What follows belongs to an exercise in optimizing a design on an open flow for small area and a short achievable clock period; a production flow would make more cautious choices.
Where RTL was checked, it was by simulation tests only, not by an equivalence proof against the original.
Power is estimated from default activity; no workload was simulated.

## lane 3
==> module aluCore, before the edit <==
module aluCore (
    input  logic [5:0]  opcode,
    input  logic [15:0] operandA,
    input  logic [15:0] operandB,
    input  logic [15:0] immediate,
    input  logic [15:0] pc,
    input  logic [15:0] stackTop,
    output logic [15:0] dataResult,
    output logic [15:0] addrResult,
    output logic [15:0] divB3,        
    output logic        cmpEqual,
    output logic        cmpLess
);
    assign divB3 = operandB + {operandB[14:0], 1'b0};
    logic [7:0] quotHi;
    logic [7:0] rem [0:4];
    assign rem[0] = '0;
    for (genvar k = 0; k < 4; k++) begin : gDiv
        localparam int W = 2*k + 2;
        logic [W-1:0] t, r;
        if (k == 0) begin : gT0
            assign t = operandA[15:14];
        end else begin : gTn
            assign t = {rem[k][W-3:0], operandA[15-2*k:14-2*k]};
        end
        divStep4 #(.W(W)) uStep (.t(t), .b(operandB), .b3(divB3), .q(quotHi[7-2*k:6-2*k]), .r(r));
        assign rem[k+1] = 8'(r);
    end
    logic [15:0] product;
    logic        isShl;
    logic [15:0] shIn, shOut, shOutRev, aRev;
    assign isShl = (opcode == 6'd12);
    for (genvar b = 0; b < 16; b++) begin : gRev
        assign aRev[b]     = operandA[15-b];
        assign shOutRev[b] = shOut[15-b];
    end
    assign shIn  = isShl ? aRev : operandA;
    assign shOut = shIn >> operandB[3:0];
    mulLow16 uMul (.a(operandA), .b(operandB), .p(product));
    logic opMem1, opAdd, opSub, opCall, opJpc;
    assign opMem1 = (opcode == 6'd0) || (opcode == 6'd3);
    assign opAdd  = (opcode == 6'd6);
    assign opSub  = (opcode == 6'd7) || (opcode == 6'd14);
    assign opCall = (opcode == 6'd19);
    assign opJpc  = (opcode == 6'd17);
    logic [15:0] addX, addY;
    logic [16:0] sum;
    assign addX = (opCall || opJpc) ? pc : operandA;
    always_comb begin
        if (opAdd)                    addY = operandB;
        else if (opSub)               addY = ~operandB;
        else if (opMem1 || opJpc)     addY = immediate;
        else                          addY = '0;
    end
    assign sum = {1'b0, addX} + {1'b0, addY} + 17'(opSub || opCall);
    assign cmpLess  = ~sum[16];
    assign cmpEqual = (sum[15:0] == '0);
    logic [3:0]  logicTable;
    logic [15:0] logicResult;
    always_comb begin
        case (opcode)
            6'd5:    logicTable = 4'b1010;     
            6'd10:   logicTable = 4'b1000;     
            6'd11:   logicTable = 4'b1110;     
            6'd15:   logicTable = 4'b0011;     
            default: logicTable = 4'b0000;
        endcase
    end
    for (genvar b = 0; b < 16; b++) begin : gLogic
        assign logicResult[b] = logicTable[{operandA[b], operandB[b]}];
    end
    logic selSum, selImm, selProd, selShl, selShr, isDivOp;
    assign selSum     = (opcode == 6'd0) || (opcode == 6'd1) || (opcode == 6'd3) || (opcode == 6'd4) ||
                        (opcode == 6'd6) || (opcode == 6'd7) || (opcode == 6'd19);
    assign selImm     = (opcode == 6'd2);
    assign selProd    = (opcode == 6'd8);
    assign selShl     = (opcode == 6'd12);
    assign selShr     = (opcode == 6'd13);
    assign isDivOp    = (opcode == 6'd9);
    logic [15:0] otherResult;
    assign otherResult = ({16{selSum}} & sum[15:0]) | ({16{selImm}} & immediate) |
                         ({16{selProd}} & product) | ({16{selShl}} & shOutRev) |
                         ({16{selShr}} & shOut) | logicResult;
    assign dataResult = isDivOp ? {quotHi, rem[4]} : otherResult;
    logic selB, selA, selSum2, selImm2, selStack;
    assign selB     = (opcode == 6'd3) || (opcode == 6'd4) || (opcode == 6'd9);
    assign selA     = (opcode == 6'd16) || (opcode == 6'd19);
    assign selSum2  = (opcode == 6'd17);
    assign selImm2  = (opcode == 6'd18);
    assign selStack = (opcode == 6'd20);
    assign addrResult = ({16{selB}} & operandB) | ({16{selA}} & operandA) | ({16{selSum2}} & sum[15:0]) |
                        ({16{selImm2}} & immediate) | ({16{selStack}} & stackTop);
endmodule
clock: 32.0 ns
lec_check: 0
abc_area: 1
cap_margin: 20
core_margin: 2
core_utilization: 40
place_density: 0.6
slew_margin: 20
standard.sh (not shown) runs the stock make flow with config.mk's settings and CLKGATE_MAP_FILE= SYNTH_SCRIPT=/design/flow/synth_recipe.tcl, a recipe that flattens the netlist after the stock synthesis.
==> flow/flow/run.sh <==
#!/bin/bash
# The standard ORFS flow with three changes: synthesis leaves adders to ABC
# (no full/half-adder cell extraction), ports are buffered with buf_2, and
# timing repair aims at a setup slack margin of 19 ns. make's output goes to
# standard.log; each tool's own log is under orfs/logs.
bash standard.sh ADDER_MAP_FILE= SETUP_SLACK_MARGIN=19 "BUFFER_PORTS_ARGS=-buffer_cell sky130_fd_sc_hd__buf_2" finish > standard.log 2>&1
[inputs] lane 5 vs lane 3
-- flow/design.v --
<<< lane 3, line 121
        assign rem[k+1] = 8'(r);
    end
    logic [15:0] product;
    logic        isShl;
    logic [15:0] shIn, shOut, shOutRev, aRev;
    assign isShl = (opcode == 6'd12);
    for (genvar b = 0; b < 16; b++) begin : gRev
        assign aRev[b]     = operandA[15-b];
        assign shOutRev[b] = shOut[15-b];
    end
    assign shIn  = isShl ? aRev : operandA;
    assign shOut = shIn >> operandB[3:0];
    mulLow16 uMul (.a(operandA), .b(operandB), .p(product));
    logic opMem1, opAdd, opSub, opCall, opJpc;
    assign opMem1 = (opcode == 6'd0) || (opcode == 6'd3);
>>> lane 5, line 121
        assign rem[k+1] = 8'(r);
    end
    logic        isShl, isShr;
    logic [15:0] aRev, mulA, mulB, product, productRev, shiftOneHot;
    assign isShl = (opcode == 6'd12);
    assign isShr = (opcode == 6'd13);
    assign shiftOneHot = 16'd1 << operandB[3:0];
    for (genvar b = 0; b < 16; b++) begin : gRev
        assign aRev[b]       = operandA[15-b];
        assign productRev[b] = product[15-b];
    end
    assign mulA = isShr ? aRev : operandA;
    assign mulB = (isShl || isShr) ? shiftOneHot : operandB;
    mulLow16 uMul (.a(mulA), .b(mulB), .p(product));
    logic opMem1, opAdd, opSub, opCall, opJpc;
    assign opMem1 = (opcode == 6'd0) || (opcode == 6'd3);
<<< lane 3, line 164
        assign logicResult[b] = logicTable[{operandA[b], operandB[b]}];
    end
    logic selSum, selImm, selProd, selShl, selShr, isDivOp;
    assign selSum     = (opcode == 6'd0) || (opcode == 6'd1) || (opcode == 6'd3) || (opcode == 6'd4) ||
                        (opcode == 6'd6) || (opcode == 6'd7) || (opcode == 6'd19);
    assign selImm     = (opcode == 6'd2);
    assign selProd    = (opcode == 6'd8);
    assign selShl     = (opcode == 6'd12);
    assign selShr     = (opcode == 6'd13);
    assign isDivOp    = (opcode == 6'd9);
    logic [15:0] otherResult;
    assign otherResult = ({16{selSum}} & sum[15:0]) | ({16{selImm}} & immediate) |
                         ({16{selProd}} & product) | ({16{selShl}} & shOutRev) |
                         ({16{selShr}} & shOut) | logicResult;
    assign dataResult = isDivOp ? {quotHi, rem[4]} : otherResult;
    logic selB, selA, selSum2, selImm2, selStack;
>>> lane 5, line 165
        assign logicResult[b] = logicTable[{operandA[b], operandB[b]}];
    end
    logic selSum, selImm, selProd, selProdRev, isDivOp;
    assign selSum     = (opcode == 6'd0) || (opcode == 6'd1) || (opcode == 6'd3) || (opcode == 6'd4) ||
                        (opcode == 6'd6) || (opcode == 6'd7) || (opcode == 6'd19);
    assign selImm     = (opcode == 6'd2);
    assign selProd    = (opcode == 6'd8) || (opcode == 6'd12);
    assign selProdRev = (opcode == 6'd13);
    assign isDivOp    = (opcode == 6'd9);
    logic [15:0] otherResult;
    assign otherResult = ({16{selSum}} & sum[15:0]) | ({16{selImm}} & immediate) |
                         ({16{selProd}} & product) | ({16{selProdRev}} & productRev) | logicResult;
    assign dataResult = isDivOp ? {quotHi, rem[4]} : otherResult;
    logic selB, selA, selSum2, selImm2, selStack;
==> comparison <==
- Lane 5 vs lane 3 on cell depth of the worst setup path: lane 5 is the higher one.
- Going from lane 3 to lane 5, synthesized instance count grows by 0.32%.
- Lane 3 -> lane 5: total combinational power increased by more than 10%
- No stage failed in lane 5, and the final checks on the layout all came back clean.
- Relative to lane 3, the design area of lane 5 is lower by 0.48%.
- Diff lane 5..lane 3 | final-report max-slew violation count | unchanged
- Lane 5 vs lane 3: internal power component up by more than 10%
- Sort lane 5 and lane 3 by total power asc -> top: lane 3
- Looking at number of inserted filler cells in the final layout, lane 5 sits 31 lower than lane 3 does.
- Lane 5 against lane 3: global-route wire length before repair fell by 7.3 mm; post-synthesis area per instance moved down; setup slack rose 0.0043 ns.
Only the layout flow was run in lane 5; the RTL was not checked for function there.

==> separate check: timing with driven ports <==
The flow's constraints put no driver on any port. The routed layouts listed below were extracted and timed again, unchanged, in two steps.
Step 1 assumes that a clkbuf_16 drives the clock port and a buf_2 every other input.
Step 2 times the ports against the registers' clock, not the clock port: input delays grow and output delays shrink by t, the midpoint of the rising clock arrivals with the driver on.
Slacks: ideal / step 1 / step 2; pairs: ideal / step 1.
run	t, ns	setup WS [ns]	worst setup path at the end	worst register clock-pin slew, ns	worst data-port slew with drivers (ns)
lane 3	0.383	19.447 / 19.407 / 19.161	input to register	0.07 / 0.07	0.07
lane 5	0.409	19.452 / 19.400 / 19.309	input to register	0.08 / 0.08	0.05
After both steps every run listed still meets setup and hold. For lane 3, which loses most, drivers alone change the setup slack by -0.040 ns; drivers and shift together by -0.286 ns.
